Context: an optimization exercise on an open-source flow, tuned for small area, a short achievable clock period and few clock cycles per item. The choices shown serve that exercise and are no tape-out recipe. The RTL was checked by simulation tests, not by an equivalence proof against the original design. No activity file was given, so power comes from the tool's default toggle rates.

**config.mk**
```make
export PLATFORM = sky130hd
export DESIGN_NAME = icache_top
export DESIGN_NICKNAME = icache_top
export VERILOG_FILES = /design/flow/design.v
export SDC_FILE = /design/flow/constraint.sdc
export NUM_CORES = 4
export LEC_CHECK = 0
export CAP_MARGIN = 20
export CORE_MARGIN = 2
export CORE_UTILIZATION = 40
export SLEW_MARGIN = 20
```
**constraint.sdc**
```tcl
create_clock -name core_clock -period 5.0 [get_ports {clk}]
set_input_delay 1.0000 -clock core_clock [delete_from_list [all_inputs] [get_ports {clk}]]
set_output_delay 1.0000 -clock core_clock [all_outputs]
set_load 0.01 [all_outputs]
```
**design.v**
```verilog
`timescale 1ns/100ps
package icache_pkg;
    localparam int INDEX_W    = 4;
    localparam int OFFSET_W   = 2;
    localparam int WAYS       = 2;
    localparam int TAG_W      = 32 - INDEX_W - OFFSET_W - 2;
    localparam int LINE_WORDS = 4;
    localparam int SETS       = 1 << INDEX_W;
    typedef logic [31:0]              addr_t;
    typedef logic [31:0]              instr_t;
    typedef logic [TAG_W-1:0]         tag_t;
    typedef logic [INDEX_W-1:0]       index_t;
    typedef logic [OFFSET_W-1:0]      offset_t;
    typedef logic [LINE_WORDS*32-1:0] line_t;
    typedef struct packed {
        addr_t addr;
    } fetch_req_t;
    typedef struct packed {
        addr_t  pc;
        instr_t instr0;
        instr_t instr1;
        logic   second_valid;
    } fetch_resp_t;
    typedef struct packed {
        addr_t line_addr;
    } mem_req_t;
    typedef struct packed {
        logic  hit;
        line_t line;
    } way_lookup_t;
    typedef enum logic [1:0] {
        IDLE,
        LOOKUP,
        REFILL,
        RESPOND
    } ctrl_state_t;
    function automatic logic [OFFSET_W-1:0] addr_offset(logic [31:0] a);
        addr_offset = a[OFFSET_W+1:2];
    endfunction
    function automatic logic [INDEX_W-1:0] addr_index(logic [31:0] a);
        addr_index = a[OFFSET_W+2 +: INDEX_W];
    endfunction
    function automatic logic [TAG_W-1:0] addr_tag(logic [31:0] a);
        addr_tag = a[31 -: TAG_W];
    endfunction
endpackage
`timescale 1ns/100ps
module icache_way (
    input  logic                    clk,
    input  logic                    rst_n,
    input  icache_pkg::index_t      lookup_index,
    input  icache_pkg::tag_t        compare_tag,
    input  logic                    wr_en,
    input  icache_pkg::index_t      wr_index,
    input  icache_pkg::tag_t        wr_tag,
    input  icache_pkg::line_t       wr_line,
    input  logic                    inv_all,
    output icache_pkg::way_lookup_t lookup
);
    icache_pkg::tag_t            tag_mem  [0:icache_pkg::SETS-1];
    icache_pkg::line_t           line_mem [0:icache_pkg::SETS-1];
    logic [icache_pkg::SETS-1:0] valid;
    icache_pkg::tag_t  tag_q;
    icache_pkg::line_t line_q;
    logic  valid_q;
    always_ff @(posedge clk) begin
        if (wr_en) begin
            tag_mem[wr_index]  <= wr_tag;
            line_mem[wr_index] <= wr_line;
        end
        tag_q  <= tag_mem[lookup_index];
        line_q <= line_mem[lookup_index];
    end
    always_ff @(posedge clk) begin
        if (!rst_n) begin
            valid <= '0;
        end else if (inv_all) begin
            valid <= '0;
        end else if (wr_en) begin
            valid[wr_index] <= 1'b1;
        end
    end
    always_ff @(posedge clk) begin
        if (!rst_n) begin
            valid_q <= 1'b0;
        end else if (inv_all) begin
            valid_q <= 1'b0;
        end else begin
            valid_q <= valid[lookup_index];
        end
    end
    always_comb begin
        lookup.hit  = valid_q && (tag_q == compare_tag);
        lookup.line = line_q;
    end
endmodule
`timescale 1ns/100ps
module icache_ctrl (
    input  logic                          clk,
    input  logic                          rst_n,
    input  logic                          fetch_valid,
    input  icache_pkg::fetch_req_t        fetch_req,
    output logic                          fetch_ready,
    input  logic                          flush,
    input  logic                          resp_ready,
    input  logic                          resp_valid,
    input  icache_pkg::way_lookup_t       lookup0,
    input  icache_pkg::way_lookup_t       lookup1,
    output icache_pkg::index_t            lookup_index,
    output icache_pkg::tag_t              compare_tag,
    output logic [icache_pkg::WAYS-1:0]   wr_en,
    output icache_pkg::index_t            wr_index,
    output icache_pkg::tag_t              wr_tag,
    output icache_pkg::line_t             wr_line,
    output logic                          inv_all,
    output logic                          resp_load,
    output logic                          sel_refill,
    output icache_pkg::offset_t           word_offset,
    output icache_pkg::addr_t             resp_pc,
    output icache_pkg::line_t             refill_line,
    input  logic                          mem_data_valid,
    input  icache_pkg::line_t             mem_data,
    output logic                          mem_req_valid,
    output icache_pkg::mem_req_t          mem_req
);
    icache_pkg::ctrl_state_t     state;
    icache_pkg::ctrl_state_t     state_next;
    icache_pkg::addr_t           req_addr;
    icache_pkg::index_t          req_index;
    logic            flush_pend;
    logic [icache_pkg::SETS-1:0] lru;
    logic            victim;
    logic            any_hit;
    logic            accept;
    logic            refill_done;
    logic            resp_done;
    always_comb begin
        case (state)
            icache_pkg::IDLE:    fetch_ready = !flush && !flush_pend;
            icache_pkg::RESPOND: fetch_ready = resp_ready && !flush && !flush_pend;
            default: fetch_ready = 1'b0;
        endcase
    end
    assign accept      = fetch_valid && fetch_ready;
    assign resp_done   = resp_valid && resp_ready;
    assign any_hit     = lookup0.hit || lookup1.hit;
    assign refill_done = (state == icache_pkg::REFILL) && mem_data_valid;
    always_ff @(posedge clk) begin
        if (accept) begin
            req_addr <= fetch_req.addr;
        end
    end
    assign req_index = icache_pkg::addr_index(req_addr);
    always_comb begin
        state_next = state;
        case (state)
            icache_pkg::IDLE: begin
                if (accept) state_next = icache_pkg::LOOKUP;
            end
            icache_pkg::LOOKUP: begin
                state_next = any_hit ? icache_pkg::RESPOND : icache_pkg::REFILL;
            end
            icache_pkg::REFILL: begin
                if (mem_data_valid) state_next = icache_pkg::RESPOND;
            end
            icache_pkg::RESPOND: begin
                if (accept) begin
                    state_next = icache_pkg::LOOKUP;
                end else if (resp_done) begin
                    state_next = icache_pkg::IDLE;
                end
            end
            default: state_next = icache_pkg::IDLE;
        endcase
    end
    always_ff @(posedge clk) begin
        if (!rst_n) begin
            state <= icache_pkg::IDLE;
        end else begin
            state <= state_next;
        end
    end
    always_ff @(posedge clk) begin
        if (!rst_n) begin
            mem_req_valid <= 1'b0;
        end else if (state == icache_pkg::LOOKUP && !any_hit) begin
            mem_req_valid <= 1'b1;
        end else if (mem_data_valid) begin
            mem_req_valid <= 1'b0;
        end
    end
    assign inv_all = (state == icache_pkg::IDLE) && (flush || flush_pend);
    always_ff @(posedge clk) begin
        if (!rst_n) begin
            flush_pend <= 1'b0;
        end else if (inv_all) begin
            flush_pend <= 1'b0;
        end else if (flush) begin
            flush_pend <= 1'b1;
        end
    end
    assign victim = lru[req_index];
    always_ff @(posedge clk) begin
        if (!rst_n) begin
            lru <= '0;
        end else if (state == icache_pkg::LOOKUP && any_hit) begin
            lru[req_index] <= lookup0.hit;
        end else if (refill_done) begin
            lru[req_index] <= !victim;
        end
    end
    assign lookup_index     = icache_pkg::addr_index(fetch_req.addr);
    assign compare_tag      = icache_pkg::addr_tag(req_addr);
    assign wr_en            = refill_done ? (2'(1) << victim) : '0;
    assign wr_index         = req_index;
    assign wr_tag           = icache_pkg::addr_tag(req_addr);
    assign wr_line          = mem_data;
    assign resp_load        = (state == icache_pkg::LOOKUP && any_hit) || refill_done;
    assign sel_refill       = (state == icache_pkg::REFILL);
    assign word_offset      = icache_pkg::addr_offset(req_addr);
    assign resp_pc          = req_addr;
    assign refill_line      = mem_data;
    assign mem_req.line_addr = {req_addr[31:icache_pkg::OFFSET_W+2], {(icache_pkg::OFFSET_W + 2){1'b0}}};
endmodule
`timescale 1ns/100ps
module icache_fetch_pack (
    input  logic                    clk,
    input  logic                    rst_n,
    input  icache_pkg::way_lookup_t lookup0,
    input  icache_pkg::way_lookup_t lookup1,
    input  icache_pkg::line_t       refill_line,
    input  logic                    sel_refill,
    input  logic                    resp_load,
    input  icache_pkg::offset_t     word_offset,
    input  icache_pkg::addr_t       resp_pc,
    input  logic                    resp_ready,
    output logic                    resp_valid,
    output icache_pkg::fetch_resp_t resp
);
    icache_pkg::line_t       line_sel;
    icache_pkg::instr_t      words [0:icache_pkg::LINE_WORDS-1];
    icache_pkg::offset_t     pair_offset;
    icache_pkg::fetch_resp_t resp_next;
    always_comb begin
        if (sel_refill) begin
            line_sel = refill_line;
        end else if (lookup1.hit && !lookup0.hit) begin
            line_sel = lookup1.line;
        end else begin
            line_sel = lookup0.line;
        end
    end
    always_comb begin
        for (int w = 0; w < icache_pkg::LINE_WORDS; w++) begin
            words[w] = line_sel[w*32 +: 32];
        end
    end
    assign pair_offset = {word_offset[icache_pkg::OFFSET_W-1:1], 1'b1};
    always_comb begin
        resp_next.pc     = resp_pc;
        resp_next.instr0 = words[word_offset];
        if (!word_offset[0]) begin
            resp_next.instr1       = words[pair_offset];
            resp_next.second_valid = 1'b1;
        end else begin
            resp_next.instr1       = '0;
            resp_next.second_valid = 1'b0;
        end
    end
    always_ff @(posedge clk) begin
        if (!rst_n) begin
            resp_valid <= 1'b0;
        end else if (resp_load) begin
            resp_valid <= 1'b1;
        end else if (resp_valid && resp_ready) begin
            resp_valid <= 1'b0;
        end
    end
    always_ff @(posedge clk) begin
        if (resp_load) begin
            resp <= resp_next;
        end
    end
endmodule
`timescale 1ns/100ps
module icache_top (
    input  logic                    clk,
    input  logic                    rst_n,
    input  logic                    fetch_valid,
    input  logic [31:0]             fetch_addr,
    output logic                    fetch_ready,
    output logic                    resp_valid,
    output logic [31:0]             resp_pc,
    output logic [31:0]             resp_instr0,
    output logic [31:0]             resp_instr1,
    output logic                    resp_second_valid,
    input  logic                    resp_ready,
    input  logic                    flush,
    output logic                    mem_req_valid,
    output logic [31:0]             mem_addr,
    input  logic                    mem_data_valid,
    input  logic [127:0]            mem_data
);
    icache_pkg::way_lookup_t     lookup0;
    icache_pkg::way_lookup_t     lookup1;
    icache_pkg::index_t          lookup_index;
    icache_pkg::tag_t            compare_tag;
    logic [icache_pkg::WAYS-1:0] wr_en;
    icache_pkg::index_t          wr_index;
    icache_pkg::tag_t            wr_tag;
    icache_pkg::line_t           wr_line;
    logic            inv_all;
    logic            resp_load;
    logic            sel_refill;
    icache_pkg::offset_t         word_offset;
    icache_pkg::line_t           refill_line;
    icache_pkg::addr_t           ctrl_resp_pc;
    icache_pkg::fetch_req_t      fetch_req;
    icache_pkg::fetch_resp_t     resp;
    icache_pkg::mem_req_t        mem_req;
    assign fetch_req.addr    = fetch_addr;
    assign resp_pc           = resp.pc;
    assign resp_instr0       = resp.instr0;
    assign resp_instr1       = resp.instr1;
    assign resp_second_valid = resp.second_valid;
    assign mem_addr          = mem_req.line_addr;
    icache_ctrl ctrl (
        .clk            (clk),
        .rst_n          (rst_n),
        .fetch_valid    (fetch_valid),
        .fetch_req      (fetch_req),
        .fetch_ready    (fetch_ready),
        .flush          (flush),
        .resp_ready     (resp_ready),
        .resp_valid     (resp_valid),
        .lookup0        (lookup0),
        .lookup1        (lookup1),
        .lookup_index   (lookup_index),
        .compare_tag    (compare_tag),
        .wr_en          (wr_en),
        .wr_index       (wr_index),
        .wr_tag         (wr_tag),
        .wr_line        (wr_line),
        .inv_all        (inv_all),
        .resp_load      (resp_load),
        .sel_refill     (sel_refill),
        .word_offset    (word_offset),
        .resp_pc        (ctrl_resp_pc),
        .refill_line    (refill_line),
        .mem_data_valid (mem_data_valid),
        .mem_data       (mem_data),
        .mem_req_valid  (mem_req_valid),
        .mem_req        (mem_req)
    );
    icache_way way0 (
        .clk          (clk),
        .rst_n        (rst_n),
        .lookup_index (lookup_index),
        .compare_tag  (compare_tag),
        .wr_en        (wr_en[0]),
        .wr_index     (wr_index),
        .wr_tag       (wr_tag),
        .wr_line      (wr_line),
        .inv_all      (inv_all),
        .lookup       (lookup0)
    );
    icache_way way1 (
        .clk          (clk),
        .rst_n        (rst_n),
        .lookup_index (lookup_index),
        .compare_tag  (compare_tag),
        .wr_en        (wr_en[1]),
        .wr_index     (wr_index),
        .wr_tag       (wr_tag),
        .wr_line      (wr_line),
        .inv_all      (inv_all),
        .lookup       (lookup1)
    );
    icache_fetch_pack pack (
        .clk         (clk),
        .rst_n       (rst_n),
        .lookup0     (lookup0),
        .lookup1     (lookup1),
        .refill_line (refill_line),
        .sel_refill  (sel_refill),
        .resp_load   (resp_load),
        .word_offset (word_offset),
        .resp_pc     (ctrl_resp_pc),
        .resp_ready  (resp_ready),
        .resp_valid  (resp_valid),
        .resp        (resp)
    );
endmodule
```
**run.sh**
```bash
#!/bin/bash
# synth_recipe.tcl (not shown) runs the flow's synth.tcl, then flattens the netlist and writes it again
# the make line also repeats each setting of config.mk as NAME=value (left out here)
make -C /OpenROAD-flow-scripts/flow DESIGN_CONFIG=/design/flow/config.mk WORK_HOME=/design/flow/orfs CLKGATE_MAP_FILE= SYNTH_SCRIPT=/design/flow/synth_recipe.tcl finish
```
==> impl_results.md <==
* Status: finished clean
* Initial Utilization at 0.402
* Skew final at 74.4 ps
* Crit start category: register
* Max incr delay on CP at 870 ps
* Drt wl/cell at 35.8 µm
* Vias in the first global route at 98300
* DR iter-0 viols at 14500
* Largest net degree at the start of global routing at 139
* TritonRoute pass-1 iters at 6
* Final Hold Viols at 0
* Leakage at 72.9 nW
* CP endpoint kind: register
* Synth Area in Compound Gates at 0.0213
* Total Wirelength at 590000 µm
* Worst hold path type: input port to register
* GR Util met2 at 0.358
* GRT busiest layer: met2
* Largest family of logic cells by synthesized area: multiplexers
* Slew margin rel. at 0.161
* Vias at 97700
* RD Place Congestion at 0.875
* Clock sink total at 5352
* Design Area, Final at 0.233 mm²
* Synth top area share at 0.749
* Peak ir drop on the vdd network at 394 µV
* GR Layer Usage met3 at 0.0511
* DP HPWL at 348000 µm
* Mapped Area at 0.200 mm²
* I/O Buffers at 293
* Die H at 712 µm
* CTS HTree Levels at 6
* Dominant cells by area after synthesis: edfxtp_1, mux4_2, dfxtp_1
* Post-Synth Adder-Cell Area at 0.000562
* Cts repair resizes at 0
* Final Max Tran Viols at 0
* Mux cell area share after synthesis at 0.171
* Seq. cell area at 0.157 mm²
* CP required at 5790 ps
* RSZ-0062 raised after global routing: false
* Syn Inst Count at 8532
* Post-synth top flop: edfxtp_1
* Hold Worst Slack at 307 ps
* Die X at 712 µm
* Most frequent cell after synthesis: edfxtp_1
* Simple-gate share of the synthesized area at 0.00663
* GR Layer Usage met1 at 0.317
* Crit path max-delay cell type: buf_4
* Worst-path fanout max at 75
* Delay-heaviest family, CP: compound AO/OA/AOI/OAI gates
* Multi-input gate area at 0.0408 mm²
* Final core occ at 0.468
* Total gr overflow at 0
* Fmax at 229 MHz
* Total power at 97.4 mW
* Global-route wire length before repair at 811000 µm
* Die area at 0.506 mm²
* CP arrival at 5160 ps
* Nets at 9493
* Worst-margin pin slew at 1260 ps
* Fin crit period at 4370 ps
* Number of fill cells at 40200
* Final period utilization at 0.873
* Core area at 0.498 mm²
* DRC Markers at 0
* Reg clk slew, reported paths at 60 ps
* Final Non-Filler Cells at 16500
* Antenna Nets Post-Route at 0
* # placed instances at 15400
* Post-synth EDFFs at 4993
* Initial antenna violation count at 79
* Setup bufs post-CTS at 0
* Vias per cell at 5.93
* Reg-to-reg slack, setup at 630 ps
* CTS tree: yes
* Crit path buf inv count at 2
* Proportion of layout cells with a drive suffix above 1 at 0.289
* Root Driver: clkbuf_16
* Synth cell count leaders: edfxtp_1, mux4_2, dfxtp_1
* Setup violators final at 0
* # hold bufs at CTS at 0
* Ports at 298
* Clock Latency Late Sink at 1080 ps
* Total CTS buffers at 555
* Synth Register Bits at 5352
* Synth Area per Inst at 23.5 µm²
* Crit Path Category: register to register
* Synthesis-to-layout area growth at 16.3%
* Crit path cell chain: xnor2_1 > nand4_1 > or4_4 > buf_4 > o211a_4 > buf_12 > o211ai_1 > a32oi_1 > a22oi_1
* Synth Area in XOR/XNOR at 0.00214
* GR Util All Layers at 0.229
* Max clock buf depth at 4
* Synth unique cells at 52
* Row count at 259
* Post-synthesis async set-or-reset flop share at 0
* PwrDens at 418 mW/mm²
* Yosys top cell by area: edfxtp_1
* Maxcap violations at 0
* DP Area at 0.215 mm²
* Seq/Total Area, Yosys at 0.784
* Warnings, synthesis at 4
[final cells by class]
cell class | count | share of cell area
Tap cell | 6655 | 0.0357
Timing Repair Buffer | 743 | 0.0353
Sequential cell | 5352 | 0.674
Clock buffer | 775 | 0.0664
Antenna cell | 35 | 0.000376
Multi-Input combinational cell | 2496 | 0.175
Inverter | 170 | 0.00279
Clock inverter | 245 | 0.0104
[sequential cells by signal (all words and copies together) (netlist names), 24 cells and up]
| signal | flops |
|---|---|
| way0.line_mem | 2048 |
| way1.line_mem | 2048 |
| way0.tag_mem | 384 |
| way1.tag_mem | 384 |
| way0.line_q | 128 |
| way1.line_q | 128 |
| pack.resp | 97 |
| ctrl.req_addr | 32 |
| way0.tag_q | 24 |
| way1.tag_q | 24 |
[per-stage QoR]
step           TNS (ps)  setup slack (ps)
6_report              0               633
5_1_grt               0               473
4_1_cts               0               668
3_5_place_dp          0               666
3_3_place_gp          0               688
2_1_floorplan  -5328420             -1370
[cells in the final DEF (no fill, tap or decap), types with 68 or more instances in the layout]
cell,count
a21oi_1,166
buf_12,161
buf_4,289
clkbuf_1,160
clkbuf_16,569
clkdlybuf4s50_1,264
clkinv_1,68
clkinv_2,84
dfxtp_1,359
edfxtp_1,4993
inv_1,168
mux2i_1,86
mux4_2,1482
nor2_1,75
o2111ai_1,96
o211ai_1,83
[final timing paths]
kind / cells past startpoint / end / from
min: 1 / way0.line_mem[14][98]$_DFFE_PP_ / mem_data[98]
max reg2reg: 9 / pack.resp[43]$_DFFE_PP_ / ctrl.req_addr[29]$_DFFE_PP_
min reg2reg: 0 / pack.resp[66]$_DFFE_PP_ / ctrl.req_addr[1]$_DFFE_PP_
max: 9 / pack.resp[43]$_DFFE_PP_ / ctrl.req_addr[29]$_DFFE_PP_
[power by group]
part | switching, mW | internal (mW)
logic | 3.96 | 2.30
clock network | 17.3 | 23.4
registers | 0.715 | 49.8
[worst register-to-register path, delay by kind of cell (launching register included)]
family          cells  cell delay, ps
compound gates      4            1370
xor+xnor            1             160
buf+inv             2            1210
flops               1             770
simple gates        2             580
[routing by layer]
layer | part of all wire | vias up
met5 | 0.00041 | -
met4 | 0.039 | 36
met3 | 0.097 | 935
met2 | 0.47 | 5251
met1 | 0.39 | 53500
li1 | - | 38000
[logic make-up after synthesis]
group           Yosys count
compound gates          604
xor+xnor                 49
fa+ha+maj                 9
buf+inv                 687
flops                  5352
mux                    1568
other cells               1
simple gates            262
Testbench counts, summed over its fixed seeds: cycles 31,557, items 12,000.

-- static timing again, ports no longer ideal --
The results above use ideal ports. As a check the final layout listed here was re-extracted and re-timed, cells and wires unchanged.
Step 1 (the two cells are an assumption about what drives the block):
set clk [get_ports {clk}]
set_driving_cell -lib_cell sky130_fd_sc_hd__clkbuf_16 $clk
set_driving_cell -lib_cell sky130_fd_sc_hd__buf_2 [delete_from_list [all_inputs] $clk]
Step 2 adds t to the input delays and takes it off the output delays; t is the mean of the earliest and latest rising clock arrival at the registers after step 1. Input paths then give back, and output paths get back, about the clock's delay inside the block.
a / b / c = ideal ports / drivers / drivers and shift; a / b = the first two.
t (ns): 1.162
slack for setup (ns): 0.633 / 0.633 / 0.418
hold WS [ns]: 0.307 / 0.236 / 0.421
pins driven straight from the clock port: 1
After both steps setup and hold are still met in this run. For this run, drivers alone change the setup slack by 0.000 ns; drivers and shift together by -0.215 ns.
